Context: an optimization exercise on an open-source flow, tuned for small area, a short achievable clock period and few clock cycles per item. The choices shown serve that exercise and are no tape-out recipe. No functional check of the RTL was part of this run. No activity file was given, so power comes from the tool's default toggle rates.

===== flow/standard.sh =====
#!/bin/bash
# synth_recipe.tcl (not shown) runs the flow's synth.tcl, then flattens the netlist and writes it again
# the make line also repeats each setting of config.mk as NAME=value (left out here)
make -C /OpenROAD-flow-scripts/flow DESIGN_CONFIG=/design/flow/config.mk WORK_HOME=/design/flow/orfs CLKGATE_MAP_FILE= SYNTH_SCRIPT=/design/flow/synth_recipe.tcl "${@:-finish}"

===== flow/config.mk =====
export PLATFORM = sky130hd
export DESIGN_NAME = cooperative_task_timer_table
export DESIGN_NICKNAME = cooperative_task_timer_table
export VERILOG_FILES = /design/flow/design.v
export SDC_FILE = /design/flow/constraint.sdc
export NUM_CORES = 4
export LEC_CHECK = 0
export CAP_MARGIN = 20
export CORE_MARGIN = 2
export CORE_UTILIZATION = 60
export CTS_CLUSTER_DIAMETER = 100
export CTS_CLUSTER_SIZE = 24
export SETUP_SLACK_MARGIN = 1.8
export SLEW_MARGIN = 20
export SYNTH_HIERARCHICAL = 1
export SYNTH_MINIMUM_KEEP_SIZE = 0

===== flow/constraint.sdc =====
create_clock -name core_clock -period 4.0 [get_ports {clk}]
set_input_delay 0.8000 -clock core_clock [delete_from_list [all_inputs] [get_ports {clk}]]
set_output_delay 0.8000 -clock core_clock [all_outputs]
set_load 0.01 [all_outputs]

===== flow/flow/run.sh =====
#!/bin/bash
# Own flow: the standard layout (standard.sh, which runs the standard
# synthesis unchanged), with one change: the port buffers that global
# placement inserts are sky130_fd_sc_hd__buf_2 instead of the cell
# buffer_ports picks by itself. The make output goes to standard.log.
set -euo pipefail
export BUFFER_PORTS_ARGS="-buffer_cell sky130_fd_sc_hd__buf_2"
bash standard.sh > standard.log 2>&1

===== flow/design.v =====
`timescale 1ns / 1ps
package ctt_pkg;
	localparam int SLOTW   = 4;
	localparam int TASKW   = 8;
	localparam int CNTW    = 16;
	localparam int SLOTINW = 3;
	localparam int STATW   = 2;
	typedef enum logic [1:0] {
		FUNC_TICK     = 2'd0,
		FUNC_ADD      = 2'd1,
		FUNC_DELETE   = 2'd2,
		FUNC_DISPATCH = 2'd3
	} func_t;
	typedef enum logic [STATW-1:0] {
		ST_OK    = 2'd0,
		ST_FULL  = 2'd1,
		ST_EMPTY = 2'd2
	} status_t;
	typedef struct packed {
		logic             valid;
		logic [TASKW-1:0] task_id;
		logic [CNTW-1:0]  delay;
		logic [CNTW-1:0]  period;
		logic             run;
	} slot_rec_t;
endpackage
`timescale 1ns / 1ps
module ctt_cell (
	input  logic                      tick,     
	input  logic                      load,     
	input  logic [ctt_pkg::CNTW-1:0]  in_dly,   
	input  logic                      in_z,     
	input  logic [ctt_pkg::CNTW-1:0]  ndly,     
	input  logic                      z,        
	input  logic [ctt_pkg::CNTW-1:0]  per,      
	output logic [ctt_pkg::CNTW-1:0]  ndly_d,   
	output logic                      z_d,      
	output logic                      reload,   
	output logic                      pzero     
);
	localparam int CW = ctt_pkg::CNTW;
	logic [CW-1:0] dly;
	logic          keep;
	logic          one;
	logic [CW-1:0] bor;
	logic [CW-1:0] nxt;
	assign dly    = ~ndly;
	assign reload = tick && z;
	assign keep   = !(reload || load);
	assign pzero  = (per == '0);
	assign one    = (dly == CW'(1));
	for (genvar j = 0; j < CW; j++) begin : g_bor
		assign bor[j] = (j == 0) ? 1'b1 : (dly[j > 0 ? j - 1 : 0 : 0] == '0);
	end
	assign nxt    = dly ^ ({CW{tick}} & bor);
	assign ndly_d = ~(({CW{reload}} & per) | ({CW{load}} & in_dly) | ({CW{keep}} & nxt));
	assign z_d    = (reload && pzero) || (load && in_z) || (keep && (tick ? one : z));
endmodule
`timescale 1ns / 1ps
module cooperative_task_timer_table #(
	parameter int MAX_TASKS = 8
) (
	input  logic        clk,
	input  logic        arst_n,
	input  logic        s_tvalid,
	output logic        s_tready,
	input  logic [47:0] s_tdata,   
	input  logic [1:0]  s_tuser,   
	output logic        m_tvalid,
	input  logic        m_tready,
	output logic [15:0] m_tdata,   
	output logic [0:0]  m_tuser,   
	output logic        m_tlast
);
	localparam int N    = MAX_TASKS;
	localparam int TW   = ctt_pkg::TASKW;
	localparam int CW   = ctt_pkg::CNTW;
	localparam int NB   = CW / 4;                         
	localparam int SW   = ctt_pkg::SLOTW;
	localparam int BW   = SW + TW + ctt_pkg::STATW + 2;   
	logic [N-1:0]         valid_q;
	logic [N-1:0]         run_q;     
	logic [N-1:0][TW-1:0] tid_q;
	logic [N-1:0][CW-1:0] ndly_q;    
	logic [N-1:0][CW-1:0] per_q;
	logic [N-1:0]         z_q;       
	logic                 disp_q;    
	logic                 m_v_q;
	logic [BW-1:0]        m_q;
	logic                 out_free;   
	logic                 acc;
	logic                 do_tick, do_add, do_del, do_disp;
	logic                 disp_go;
	logic [N-1:0]         due;
	logic [N-1:0]         add_sel;
	logic [N-1:0]         disp_sel;
	logic [N-1:0]         del_sel;
	logic [SW-1:0]        add_idx;
	logic [SW-1:0]        disp_idx;
	logic [TW-1:0]        disp_tid;
	logic                 any_free;
	logic                 any_due;
	logic                 more_due;
	logic [BW-1:0]        beat;
	logic                 in_z;      
	assign out_free = !m_v_q || m_tready;
	assign s_tready = !disp_q && out_free;
	assign acc      = s_tvalid && s_tready;
	assign do_tick  = acc && (s_tuser == 2'd0);
	assign do_add   = acc && (s_tuser == 2'd1);
	assign do_del   = acc && (s_tuser == 2'd2);
	assign do_disp  = acc && (s_tuser == 2'd3);
	assign disp_go  = do_disp || (disp_q && out_free);
	assign due      = run_q;
	assign in_z     = (s_tdata[23:8] == '0);
	always_comb begin
		add_sel  = '0;
		disp_sel = '0;
		add_idx  = SW'(N);
		disp_idx = '0;
		disp_tid = '0;
		any_free = 1'b0;
		any_due  = 1'b0;
		more_due = 1'b0;
		for (int i = N - 1; i >= 0; i--) begin
			if (!valid_q[i]) begin
				add_sel  = '0;
				add_sel[i] = 1'b1;
				add_idx  = SW'(i);
				any_free = 1'b1;
			end
		end
		for (int i = N - 1; i >= 0; i--) begin
			if (due[i]) begin
				more_due = any_due;
				disp_sel = '0;
				disp_sel[i] = 1'b1;
				disp_idx = SW'(i);
				disp_tid = tid_q[i];
				any_due  = 1'b1;
			end
		end
	end
	always_comb begin
		del_sel = '0;
		del_sel[s_tdata[42:40]] = 1'b1;
	end
	always_comb begin
		beat = {1'b1, 1'b0, ctt_pkg::ST_OK, TW'(0), SW'(0)};
		if (disp_q || s_tuser == 2'd3) begin
			if (any_due) beat = {!more_due, 1'b1, ctt_pkg::ST_OK, disp_tid, disp_idx};
		end else if (s_tuser == 2'd1) begin
			beat = {1'b1, 1'b0, any_free ? ctt_pkg::ST_OK : ctt_pkg::ST_FULL, TW'(0), add_idx};
		end else if (s_tuser == 2'd2) begin
			beat = {1'b1, 1'b0, valid_q[s_tdata[42:40]] ? ctt_pkg::ST_OK : ctt_pkg::ST_EMPTY,
			        TW'(0), SW'(s_tdata[42:40])};
		end
	end
	for (genvar i = 0; i < N; i++) begin : g_slot
		logic          load;        
		logic          t_rl;        
		logic          pzero;       
		logic [CW-1:0] ndly_d;
		logic          z_d;
		assign load = do_add && add_sel[i];
		ctt_cell u_cell (
			.tick   (do_tick),
			.load   (load),
			.in_dly (s_tdata[23:8]),
			.in_z   (in_z),
			.ndly   (ndly_q[i]),
			.z      (z_q[i]),
			.per    (per_q[i]),
			.ndly_d (ndly_d),
			.z_d    (z_d),
			.reload (t_rl),
			.pzero  (pzero)
		);
		always_ff @(posedge clk) begin
			ndly_q[i] <= ndly_d;
			z_q[i]    <= z_d;
		end
		always_ff @(posedge clk or negedge arst_n) begin
			if (!arst_n) begin
				valid_q[i] <= 1'b0;
			end else if (load) begin
				valid_q[i] <= 1'b1;
			end else if ((do_del && del_sel[i]) || (disp_go && disp_sel[i] && pzero)) begin
				valid_q[i] <= 1'b0;
			end
		end
		always_ff @(posedge clk or negedge arst_n) begin
			if (!arst_n) begin
				run_q[i] <= 1'b0;
			end else if (load || (do_del && del_sel[i]) || (disp_go && disp_sel[i])) begin
				run_q[i] <= 1'b0;
			end else if (t_rl && valid_q[i]) begin
				run_q[i] <= 1'b1;
			end
		end
		always_ff @(posedge clk) begin
			if (load) begin
				tid_q[i] <= s_tdata[7:0];
				per_q[i] <= s_tdata[39:24];
			end
		end
	end
	always_ff @(posedge clk or negedge arst_n) begin
		if (!arst_n) begin
			disp_q <= 1'b0;
			m_v_q  <= 1'b0;
		end else begin
			if (disp_go) begin
				disp_q <= more_due;
			end
			if (out_free) begin
				m_v_q <= acc || disp_q;
			end
		end
	end
	always_ff @(posedge clk) begin
		if (out_free) begin
			m_q <= beat;
		end
	end
	assign m_tvalid   = m_v_q;
	assign m_tdata    = {2'b00, m_q[SW+TW+1:0]};
	assign m_tuser[0] = m_q[BW-2];
	assign m_tlast    = m_q[BW-1];
endmodule

==> summary.txt <==
## through the flow
step | utilization | hold WS [ns] | power, mW | worst slack, ns | area [µm²]
global placement | 0.6371 | 0.4476 | 6.365 | 0.7074 | 17170
global route | 0.7075 | 0.2404 | 9.081 | 1.692 | 19070
floorplan | - | 0.4430 | 6.042 | 0.5736 | 16910
detailed placement | 0.6371 | 0.4542 | 6.415 | 0.6716 | 17170
finish | 0.7076 | 0.2257 | 8.742 | 1.730 | 19070
CTS | 0.6756 | 0.2268 | 8.572 | 1.743 | 18210
## per-module statistics from Yosys, one instance, submodules excluded
module / cells inside / cell area, µm² / times used
cooperative_task_timer_table: 615 / 11080 / 1
ctt_cell: 94 / 671.9 / 8
## final cells by class
cell class,instances,share of cell area
flip-flops and latches,362,0.4945
multi-input cells,893,0.3643
repair buffers,189,0.08103
clock buffers,32,0.02749
well taps,341,0.02237
inverters,39,0.008267
clock inverters,1,0.001575
repair inverters,1,0.0003937
diodes,1,0.0001312
## per-layer routing
metal | share of wire | GRT usage
met5 | 0 | 0
met4 | 0.033 | 0.1048
met3 | 0.093 | 0.04594
met2 | 0.46 | 0.5198
met1 | 0.41 | 0.4592
## repair_timing
action | in CTS | in global routing
buffers inserted | 30 | 49
resized for setup | 41 | 87
cloned | 7 | 4
hold buffers | 0 | 0
pin swaps | 9 | 13
endpoints found under the setup margin | 316 | 184
## synthesized netlist by cell type (37+ instances only)
cell,number
nor2_1,51
a22o_1,96
edfxtp_1,208
xor2_1,80
nand3_1,51
nand4_1,48
a221oi_1,47
nor4_1,61
nand2_1,53
inv_1,37
dfxtp_1,136
a21oi_1,89
## worst max-delay path, stage by stage (launching register included)
cell and delay [ns]:
dfrtp_2 0.44, nor2b_4 0.21, nand2_8 0.08, nor3_4 0.16, buf_6 0.15, buf_12 0.14, buf_8 0.14, nand3_4 0.09
or4_4 0.45, xor2_2 0.20, a21oi_2 0.13
## state kept, by name, summed over array words and instances (netlist names)
name     cells
valid_q      8
run_q        8
ndly_q     128
m_v_q        1
z_q          8
tid_q       64
m_q         16
disp_q       1
per_q      128
## power breakdown
group | internal (mW) | switching [mW] | leakage (nW)
clock network | 0.921 | 1.20 | 0.261
logic | 0.720 | 0.773 | 3.29
registers | 4.44 | 0.689 | 3.25
## how the worst max path moves through the flow
| stage | from | end | slack [ns] |
|---|---|---|---|
| final | disp_q$_DFFE_PN0N_ | ndly_q[91]$_DFF_P_ | 1.73 |
| after global routing | disp_q$_DFFE_PN0N_ | ndly_q[91]$_DFF_P_ | 1.69 |
| after CTS | m_tready | z_q[2]$_DFF_P_ | 1.74 |
| after detailed placement | m_tready | ndly_q[62]$_DFF_P_ | 0.67 |
| after global placement | m_tready | ndly_q[53]$_DFF_P_ | 0.71 |
| after floorplan | m_tready | ndly_q[108]$_DFF_P_ | 0.57 |
## logic make-up (layout without fill, tap and decap cells)
| kind of cell | count (synthesis) | in the layout |
|---|---|---|
| adder cells (fa/ha/maj) | 11 | 11 |
| XOR/XNOR | 97 | 97 |
| AND/OR/NAND/NOR | 410 | 413 |
| buffers and inverters | 116 | 262 |
| flip-flops | 362 | 362 |
| other | 1 | 3 |
| AO/OA/AOI/OAI | 368 | 368 |
| multiplexers | 2 | 2 |
==> flow_metrics.env <==
export IMPL_netlist_instances=1367
export IMPL_synth_edff_count=208
export IMPL_timing_rr_end="ndly_q[91]$_DFF_P_"
export IMPL_drtPass1Iterations=5
export IMPL_finalCritPeriodShare=0.5675
export IMPL_dp_cells=1735
export IMPL_layout_commonest_cell="edfxtp_1"
export IMPL_hpwl_um=29200
export IMPL_setup_viol=0
export IMPL_first_global_vias=11540
export IMPL_gp_congestion=0.8829
export IMPL_power_leakage_nw=6.795
export IMPL_grt_overflow=0
export IMPL_synthXorXnorAreaFrac=0.05164
export IMPL_ys_seq_area_frac=0.5725
export IMPL_post_route_min_period_ns=2.270
export IMPL_hold_viol=0
export IMPL_clockBufferDepth=3
export IMPL_synthMuxAreaShare=0.002738
export IMPL_async_flop_share=0.04972
export IMPL_fp_dieW_um=169.6
export IMPL_skew_ns=0.03096
export IMPL_vias=12690
export IMPL_yosys_warnings=7
export IMPL_synth_top_area_share=0.3796
export IMPL_maxCapViolations=0
export IMPL_critPathArrivalTime_ns=2.74
export IMPL_cts_root_buf="clkbuf_16"
export IMPL_grt_max_degree=48
export IMPL_rsz0062_at_grt="yes"
export IMPL_syn_cell_area_um2=16450
export IMPL_worstPathRequired_ns=4.47
export IMPL_cts_tree="done"
export IMPL_multiInputGateArea_um2=6947
export IMPL_synth_seq_cells=362
export IMPL_synth_simple_area_share=0.1498
export IMPL_die_y_um=169.6
export IMPL_synth_fa_ha_area_frac=0.008366
export IMPL_reg2reg_depth=10
export IMPL_drt_wl_total_um=48950
export IMPL_cts_buffers=19
export IMPL_worstSetupEndpointType="flop"
export IMPL_area_growth_pct=15.91
export IMPL_finalNonFillerCells=1859
export IMPL_detail_route_antenna_nets=0
export IMPL_drc=0
export IMPL_worstMarginPinSlew_ns=0.7204
export IMPL_final_cell_mix="edfxtp_1 (208), dfxtp_1 (136), a22o_1 (96), buf_4 (96), a21oi_1 (88)"
export IMPL_drv_slew=0
export IMPL_drt_iter0_markers=1325
export IMPL_crit_fanout=7
export IMPL_yosys_area_top_type="edfxtp_1"
export IMPL_grt_use_total=0.3241
export IMPL_syn_avg_cell_area_um2=12.04
export IMPL_nFillCells=1967
export IMPL_ir_drop_v=0.0003261
export IMPL_synth_top_family_by_area="compound AO/OA/AOI/OAI gates"
export IMPL_wire_per_inst_um=26.33
export IMPL_hp_class="input pin to async pin"
export IMPL_htreeDepth=1
export IMPL_tns_ns=0
export IMPL_worstSetupPathType="flop to flop"
export IMPL_cts_clk_slew_worst_paths_ns=0.11
export IMPL_status="finished clean"
export IMPL_synth_compound_area_frac=0.1693
export IMPL_design_die_area_um2=28760
export IMPL_r2r_start="disp_q$_DFFE_PN0N_"
export IMPL_finalNetCount=1570
export IMPL_antenna_found_initial=0
export IMPL_via_per_inst=6.828
export IMPL_initial_core_util=0.6104
export IMPL_ys_dominant_reg_cell="edfxtp_1"
export IMPL_cts_num_sinks=362
export IMPL_worst_setup_path_start_kind="flop"
export IMPL_num_rows=60
export IMPL_slew_headroom=0.5197
export IMPL_fp_coreArea_um2=26950
export IMPL_register_area_um2=9429
export IMPL_insertion_delay_ns=0.53
export IMPL_drive_above_1_share=0.2742
export IMPL_synth_area_top_cells="edfxtp_1 (38%), dfxtp_1 (17%), a22o_1 (5.1%)"
export IMPL_grt_first_pass_wirelength_um=70070
export IMPL_p_per_area_nw_per_um2=458.4
export IMPL_yosysUniqueCellTypes=76
export IMPL_timing_fmax_ghz=0.4405
export IMPL_regToRegSetupSlack_ns=1.73
export IMPL_io_pins=74
export IMPL_portBuffers=66

## afterwards: timing with drivers on the ports
In the flow no input, the clock included, has a driving cell. The finished layout below was timed again as built, in two steps. Step 1 sets driving cells, clkbuf_16 on the clock port and buf_2 on the other inputs (assumed; they add their load-dependent delay and slew). Step 2 adds t to the input delays and takes it off the output delays; t is the mean of the earliest and latest rising clock arrival at the registers after step 1. Input paths then give back, and output paths get back, about the clock's delay inside the block. Three values: ideal, step 1, step 2; two values: the first two.
shift t [ns]: 0.568
slack for setup (ns): 1.730 / 1.730 / 1.213
latest minus earliest clock arrival (ns): 0.031 / 0.031
After both steps setup and hold are still met in this run. For this run, drivers alone change the setup slack by 0.000 ns; drivers and shift together by -0.517 ns.
